Background: an optimization exercise with open tools, aiming at small area, a short achievable clock period and few clock cycles. Do not read the settings as production practice. At most, simulation tests tie the RTL to the original design; equivalence was not proved.

==> run a: inputs <==
Design rgb_led_fade_blink_driver_core, start of the top module:
module rgb_led_fade_blink_driver_core (
  input  logic        clk,
  input  logic        rst_n,
  input  logic        cfg_we,
  input  logic        cfg_wdata,    
  input  logic        in_tvalid,
  output logic        in_tready,
  input  logic [71:0] in_tdata,
  input  logic [2:0]  in_tuser,     
  output logic        out_tvalid,
  input  logic        out_tready,
  output logic [23:0] out_tdata,    
  output logic [1:0]  out_tuser     
);
clock: 7.0 ns
lec_check: 0
abc_area: 1
cap_margin: 20
core_margin: 2
core_utilization: 40
setup_slack_margin: 3.5
slew_margin: 20
run.sh (not shown) runs the stock make flow with config.mk's settings and CLKGATE_MAP_FILE= SYNTH_SCRIPT=/design/flow/synth_recipe.tcl, a recipe that flattens the netlist after the stock synthesis.
==> inputs of run b, as changes to run a <==
--- a/flow/design.v
+++ b/flow/design.v
@@ -107,85 +107,62 @@
   logic        dv_busy_r;    
   logic        ln_busy_r;    
   logic        in_busy_r;    
   logic [23:0] base_r;
   logic [23:0] e_r;
   logic [23:0] lo_r;
   logic [23:0] hi_r;
   logic        inv_r;
-  logic        ov_r;         
-  logic        sk_v_r;       
-  logic [23:0] sk_d_r;
-  logic [1:0]  sk_u_r;
-  logic [23:0] out_d;
-  logic        hit_r;        
+  logic        ov_r;
   logic [23:0] data_r;
   logic        pol_r;
   logic [1:0]  user_r;
   logic [23:0] in_rgb;
   logic [6:0]  in_pct;
   logic [15:0] in_on;
   logic [15:0] in_dur;
   logic [7:0]  in_steps;
   logic [7:0]  steps_c;
   logic [6:0]  pct_c;
   logic [7:0]  steps_fill;
   logic [2:0]  steps_msb;
   logic        on_zero;
   logic        dur_zero;
   logic        fade_go;
-  logic        hit_fade;
   assign in_rgb   = in_tdata[23:0];
   assign in_pct   = in_tdata[30:24];
   assign in_on    = in_tdata[46:31];
   assign in_dur   = in_tdata[62:47];
   assign in_steps = in_tdata[70:63];
   always_comb begin
     steps_c  = (in_steps == 8'd0) ? 8'd1 : in_steps;
     pct_c    = (in_pct > rlfb_pkg::PCT_MAX) ? rlfb_pkg::PCT_MAX : in_pct;
     on_zero  = (in_on == 16'd0);
     dur_zero = (in_dur == 16'd0);
-    hit_fade = ({1'b0, in_dur} < {8'd0, steps_c, 1'b0});
     fade_go  = (in_dur[15:8] != 8'd0) ||
                ((in_steps == 8'd0) ? (in_dur[7:0] != 8'd0) : (in_dur[7:0] >= in_steps));
     steps_fill[7] = 1'b0;
     for (int i = 6; i >= 0; i--) steps_fill[i] = steps_fill[i+1] | steps_c[i+1];
     steps_msb[2] = |steps_c[7:4];
     steps_msb[1] = steps_msb[2] ? |steps_c[7:6] : |steps_c[3:2];
     steps_msb[0] = steps_msb[2] ? (steps_msb[1] ? steps_c[7] : steps_c[5])
                                 : (steps_msb[1] ? steps_c[3] : steps_c[1]);
   end
-  logic        st_early;
-  logic [23:0] lo_first;
-  logic [23:0] hi_first;
-  logic [23:0] lo_int;
-  logic [23:0] hi_int;
-  always_comb begin
-    st_early = !steps_c[7];
-    for (int c = 0; c < 3; c++) begin
-      hi_first[8*c +: 8] = {7'd0, (in_rgb[8*c +: 8] == 8'd255)};
-      lo_first[8*c +: 8] = (in_rgb[8*c +: 8] == 8'd255) ? 8'd0 : in_rgb[8*c +: 8];
-      hi_int[8*c +: 8]   = {7'd0, (in_rgb[8*c+7] && pct_c == 7'd100)};
-      lo_int[8*c +: 8]   = (in_rgb[8*c+7] && pct_c != 7'd100) ? {1'b0, pct_c} : 8'd0;
-    end
-  end
   logic [15:0] acc_sub;
-  logic        hit_sub;
-  logic        hit_dur;
+  logic        acc_hit;
   logic [8:0]  xr_nxt;
   logic [8:0]  d0_set;
   logic [8:0]  d1_set;
   logic        last_step;
   logic        dur_r_zero;
   logic        setup;
   always_comb begin
     acc_sub    = acc_r - {8'd0, total_r};
-    hit_sub    = (acc_sub[15:9] == 7'd0) && (acc_sub[8:0] < {total_r, 1'b0});
-    hit_dur    = (dur_r[15:9] == 7'd0) && (dur_r[8:0] < {total_r, 1'b0});
+    acc_hit    = (acc_r[15:9] == 7'd0) && (acc_r[8:0] < {total_r, 1'b0});
     xr_nxt     = xr_r + (bit_r ? d1_r : d0_r);
     d0_set     = sub_r ? {1'b0, rem_r} : 9'd0 - {1'b0, rem_r};
     d1_set     = sub_r ? {1'b0, rem_r} - {1'b0, total_r} : {1'b0, total_r} - {1'b0, rem_r};
     last_step  = (left_r == 8'd1);
     dur_r_zero = (dur_r == 16'd0);
     setup      = dv_busy_r || ln_busy_r;
   end
   logic       qbit;
@@ -200,63 +177,59 @@
   logic [23:0] lane_h;
   for (genvar c = 0; c < 3; c++) begin : g_lane
     rlfb_lane u_lane (
       .eng   (ln_busy_r),
       .ins   (in_busy_r),
       .bit_i (bit_r),
       .y     (base_r[8*c +: 8]),
       .cbit  (base_r[8*c+7]),
-      .p     (rem_r[6:0]),
+      .p     (total_r[6:0]),
       .e     (e_r[8*c +: 8]),
       .lo    (lo_r[8*c +: 8]),
       .hi    (hi_r[8*c +: 8]),
       .d     (data_r[8*c +: 8]),
       .x     (lane_x[8*c +: 8]),
       .h     (lane_h[8*c +: 8])
     );
   end
-  logic room;
-  logic produce;
+  logic out_free;
   logic take;
   logic in_done;
   logic c_tick, c_nop, c_set, c_int, c_blink, c_fade, c_fin, c_off;
   logic st_any, st_fade, st_bon;
-  logic go_idle, go_busy;
   logic ev_tick, ev_fstep, ev_bon, ev_end, ev_rej;
   logic ev_set, ev_int, ev_blink, ev_fade, ev_off;
   always_comb begin
     c_tick  = (in_tuser == rlfb_pkg::CMD_TICK);
     c_nop   = (in_tuser == rlfb_pkg::CMD_NOP);
     c_set   = (in_tuser == rlfb_pkg::CMD_SET);
     c_int   = (in_tuser == rlfb_pkg::CMD_INTENSITY);
     c_blink = (in_tuser == rlfb_pkg::CMD_BLINK);
     c_fade  = (in_tuser[2:1] == 2'b10);
     c_fin   = !in_tuser[0];
     c_off   = (in_tuser == rlfb_pkg::CMD_OFF);
-    st_any  = busy_r && hit_r;
+    st_any  = busy_r && acc_hit;
     st_fade = st_any && fade_r;
     st_bon  = st_any && !fade_r && sub_r;
-    room      = !sk_v_r;
-    in_tready = room && !in_busy_r && !(setup && st_fade);
+    out_free  = !ov_r || out_tready;
+    in_tready = out_free && !in_busy_r && !(setup && st_fade);
     take      = in_tvalid && in_tready;
-    in_done   = in_busy_r && (cnt_r == 3'd7) && room;
-    go_idle  = in_tvalid && room && !busy_r && !in_busy_r;
-    go_busy  = in_tvalid && room && busy_r && !(setup && st_fade);
-    ev_tick  = go_busy && c_tick;
-    ev_fstep = in_tvalid && room && c_tick && st_fade && !setup;
-    ev_bon   = in_tvalid && room && c_tick && st_bon;
-    ev_end   = go_busy && c_tick && st_any &&
+    in_done   = in_busy_r && (cnt_r == 3'd7) && out_free;
+    ev_tick  = take && c_tick && busy_r;
+    ev_fstep = take && c_tick && st_fade;
+    ev_bon   = take && c_tick && st_bon;
+    ev_end   = take && c_tick && st_any &&
                (fade_r ? last_step : (!sub_r || dur_r_zero));
-    ev_rej   = go_busy && !c_tick && !c_nop;
-    ev_set   = go_idle && c_set;
-    ev_int   = go_idle && c_int;
-    ev_blink = go_idle && c_blink;
-    ev_fade  = go_idle && c_fade;
-    ev_off   = go_idle && c_off;
+    ev_rej   = take && busy_r && !c_tick && !c_nop;
+    ev_set   = take && !busy_r && c_set;
+    ev_int   = take && !busy_r && c_int;
+    ev_blink = take && !busy_r && c_blink;
+    ev_fade  = take && !busy_r && c_fade;
+    ev_off   = take && !busy_r && c_off;
   end
   logic [8:0] xr_new;
   always_comb begin
     if (ln_busy_r && !dv_busy_r) begin
       xr_new = sub_r ? d1_set : d0_set;
     end else if (ev_fstep) begin
       xr_new = xr_nxt;
     end else begin
@@ -281,81 +254,69 @@
     if (ev_blink) begin
       sub_r <= !on_zero;
     end else if (ev_fade) begin
       sub_r <= c_fin;
     end else if (ev_bon) begin
       sub_r <= 1'b0;
     end
     if (ev_tick) begin
-      hit_r <= st_any ? hit_dur : hit_sub;
-    end else if (ev_blink) begin
-      hit_r <= on_zero ? (in_dur[15:1] == 15'd0) : (in_on[15:1] == 15'd0);
-    end else if (ev_fade) begin
-      hit_r <= hit_fade;
-    end
-    if (ev_tick) begin
       acc_r <= st_any ? dur_r : acc_sub;
     end else if (ev_blink) begin
       acc_r <= on_zero ? in_dur : in_on;
     end else if (ev_fade) begin
       acc_r <= in_dur;
     end
     if (ev_blink || ev_fade) begin
       dur_r <= in_dur;
     end
     if (ev_blink) begin
       total_r <= 8'd1;
     end else if (ev_fade) begin
       total_r <= steps_c;
+    end else if (ev_int) begin
+      total_r <= {1'b0, pct_c};
     end
     if (ev_fade) begin
       left_r <= steps_c;
     end else if (ev_fstep) begin
       left_r <= left_r - 8'd1;
     end
     xr_r  <= xr_new;
     if (ln_busy_r && !dv_busy_r) begin
       d0_r <= d0_set;
       d1_r <= d1_set;
     end
     bit_r <= dv_busy_r ? qbit : (sub_r ? !xr_new[8] : xr_new[8]);
     if (ev_fade) begin
-      rem_r <= st_early ? ({steps_fill[6:0], 1'b1} & ~steps_c) : steps_fill;
-    end else if (ev_int) begin
-      rem_r <= {1'b0, pct_c};
+      rem_r <= steps_fill;
     end else if (dv_busy_r) begin
       rem_r <= rem_nxt;
     end
     if (ev_fade || ev_int) begin
-      cnt_r <= ev_fade ? (st_early ? steps_msb + 3'd1 : steps_msb) : 3'd1;
-    end else if (dv_busy_r || (in_busy_r && (cnt_r != 3'd7 || room))) begin
+      cnt_r <= ev_fade ? steps_msb : 3'd0;
+    end else if (dv_busy_r || (in_busy_r && (cnt_r != 3'd7 || out_free))) begin
       cnt_r <= cnt_r + 3'd1;
     end
-    if (ev_fade) begin
+    if (ev_fade || ev_int) begin
       base_r <= in_rgb;
-    end else if (ev_int) begin
-      base_r <= {in_rgb[22:16], 1'b0, in_rgb[14:8], 1'b0, in_rgb[6:0], 1'b0};
     end else if (in_busy_r) begin
       base_r <= {base_r[22:16], 1'b0, base_r[14:8], 1'b0, base_r[6:0], 1'b0};
     end
-    if (ev_fade) begin
-      e_r <= st_early ? lo_first : 24'd0;
+    if (ev_fade || ev_int) begin
+      e_r <= '0;
     end else if (ln_busy_r && !dv_busy_r) begin
       e_r <= sub_r ? 24'd0 : {3{8'd254}};
     end else if (ev_fstep || ln_busy_r || in_busy_r) begin
       e_r <= lane_x;
     end
-    if (ev_fade) begin
-      lo_r <= st_early ? lo_first : 24'd0;
-      hi_r <= st_early ? hi_first : 24'd0;
-    end else if (ev_int) begin
-      lo_r <= lo_int;
-      hi_r <= hi_int;
-    end else if (ln_busy_r || (in_busy_r && (cnt_r != 3'd7 || room))) begin
+    if (ev_fade || ev_int) begin
+      lo_r <= '0;
+      hi_r <= '0;
+    end else if (ln_busy_r || (in_busy_r && (cnt_r != 3'd7 || out_free))) begin
       lo_r <= lane_x;
       hi_r <= lane_h;
     end
   end
   always_ff @(posedge clk) begin
     if (!rst_n) begin
       dv_busy_r <= 1'b0;
       ln_busy_r <= 1'b0;
@@ -372,39 +333,26 @@
       end else if (in_done) begin
         in_busy_r <= 1'b0;
       end
     end
   end
   always_ff @(posedge clk) begin
     if (!rst_n) begin
       inv_r <= 1'b0;
-      ov_r   <= 1'b0;
-      sk_v_r <= 1'b0;
+      ov_r  <= 1'b0;
     end else begin
       if (cfg_we) inv_r <= cfg_wdata;
-      if (produce) begin
+      if ((take && !ev_int) || in_done) begin
         ov_r <= 1'b1;
-      end else if (out_tready && !sk_v_r) begin
-        ov_r <= 1'b0;
-      end
-      if (produce && ov_r && !out_tready) begin
-        sk_v_r <= 1'b1;
       end else if (out_tready) begin
-        sk_v_r <= 1'b0;
+        ov_r <= 1'b0;
       end
     end
   end
-  assign produce = (take && !ev_int) || in_done;
-  always_ff @(posedge clk) begin
-    if (!sk_v_r) begin
-      sk_d_r <= out_d;
-      sk_u_r <= user_r;
-    end
-  end
   always_ff @(posedge clk) begin
     if (!rst_n) begin
       data_r <= '0;
       pol_r  <= 1'b0;
     end else if (ev_fstep) begin
       data_r <= lane_h;
     end else if (in_done) begin
       data_r <= lane_h;
@@ -438,14 +386,13 @@
         user_r[0] <= busy_r;
       end
     end
   end
   rlfb_merge u_merge (
     .data      (data_r),
     .pol       (pol_r),
     .invert    (inv_r),
-    .out_tdata (out_d)
+    .out_tdata (out_tdata)
   );
-  assign out_tvalid = ov_r || sk_v_r;
-  assign out_tdata  = sk_v_r ? sk_d_r : out_d;
-  assign out_tuser  = sk_v_r ? sk_u_r : user_r;
+  assign out_tvalid = ov_r;
+  assign out_tuser  = user_r;
 endmodule
==> impl_metrics.tcl <==
set metrics [dict create \
    status "timing/DRC/antenna clean" \
    synth-seq-cells 246 \
    wl_met2_um 36800 \
    grt_max_degree 69 \
    grt_pass1_wl_um 121000 \
    netlist_instances 3141 \
    fin_skew_ps 11.8 \
    area_growth_pct 25.8 \
    synth_area_leaders "edfxtp_1 (23%), nand2_1 (14%), ha_1 (10%), inv_1 (6.9%), dfxtp_1 (6.2%)" \
    synth_edf_count 176 \
    post-cts-setup-buffer-count 101 \
    syn_nets 3425 \
    crit_path_top_delay_cell "edfxtp_1" \
    ff2ff_setup_slack_ps 3200 \
    n_clock_buffer 48 \
]
# the run above: run a

==> impl_metrics.tcl <==
set metrics [dict create \
    status "timing/DRC/antenna clean" \
    fin_skew_ps 25.4 \
    area_growth_pct 26.0 \
    synth_area_leaders "nand2_1 (16%), edfxtp_1 (15%), dfxtp_1 (11%), ha_1 (11%), inv_1 (7.8%)" \
    syn_nets 3362 \
    synth-seq-cells 218 \
    grt_pass1_wl_um 104000 \
    wl_met2_um 31100 \
]
# the run above: run b

Testbench counts of run b, summed over its fixed seeds: cycles 31,785.
Function not checked in run a: the RTL went through the layout flow alone.

==> static timing again, ports no longer ideal <==
How much do the figures lean on ideal ports? The routed layouts below were timed once more, with nothing changed but the port constraints. Step 1, drivers: a clkbuf_16 drives clk and a buf_2 each remaining input, both assumed. Step 2, shift: input delay + t, output delay - t, t = (earliest + latest rising clock arrival at the registers) / 2. This alone moves slack from input paths to output paths. Slacks: no drivers / after step 1 / after step 2; pairs: no drivers / after step 1.
| run | t, ns | setup slack, ns | slew at the worst register clock pin (ns) | worst data-port slew with drivers (ns) |
|---|---|---|---|---|
| run a | 0.633 | 3.199 / 3.199 / 2.798 | 0.07 / 0.07 | 0.09 |
| run b | 0.631 | 3.390 / 3.347 / 2.861 | 0.07 / 0.07 | 0.12 |
After both steps setup and hold are still met in every run listed. The setup slack of run b, which loses most, moves by -0.043 ns with the drivers and by -0.529 ns with both steps.
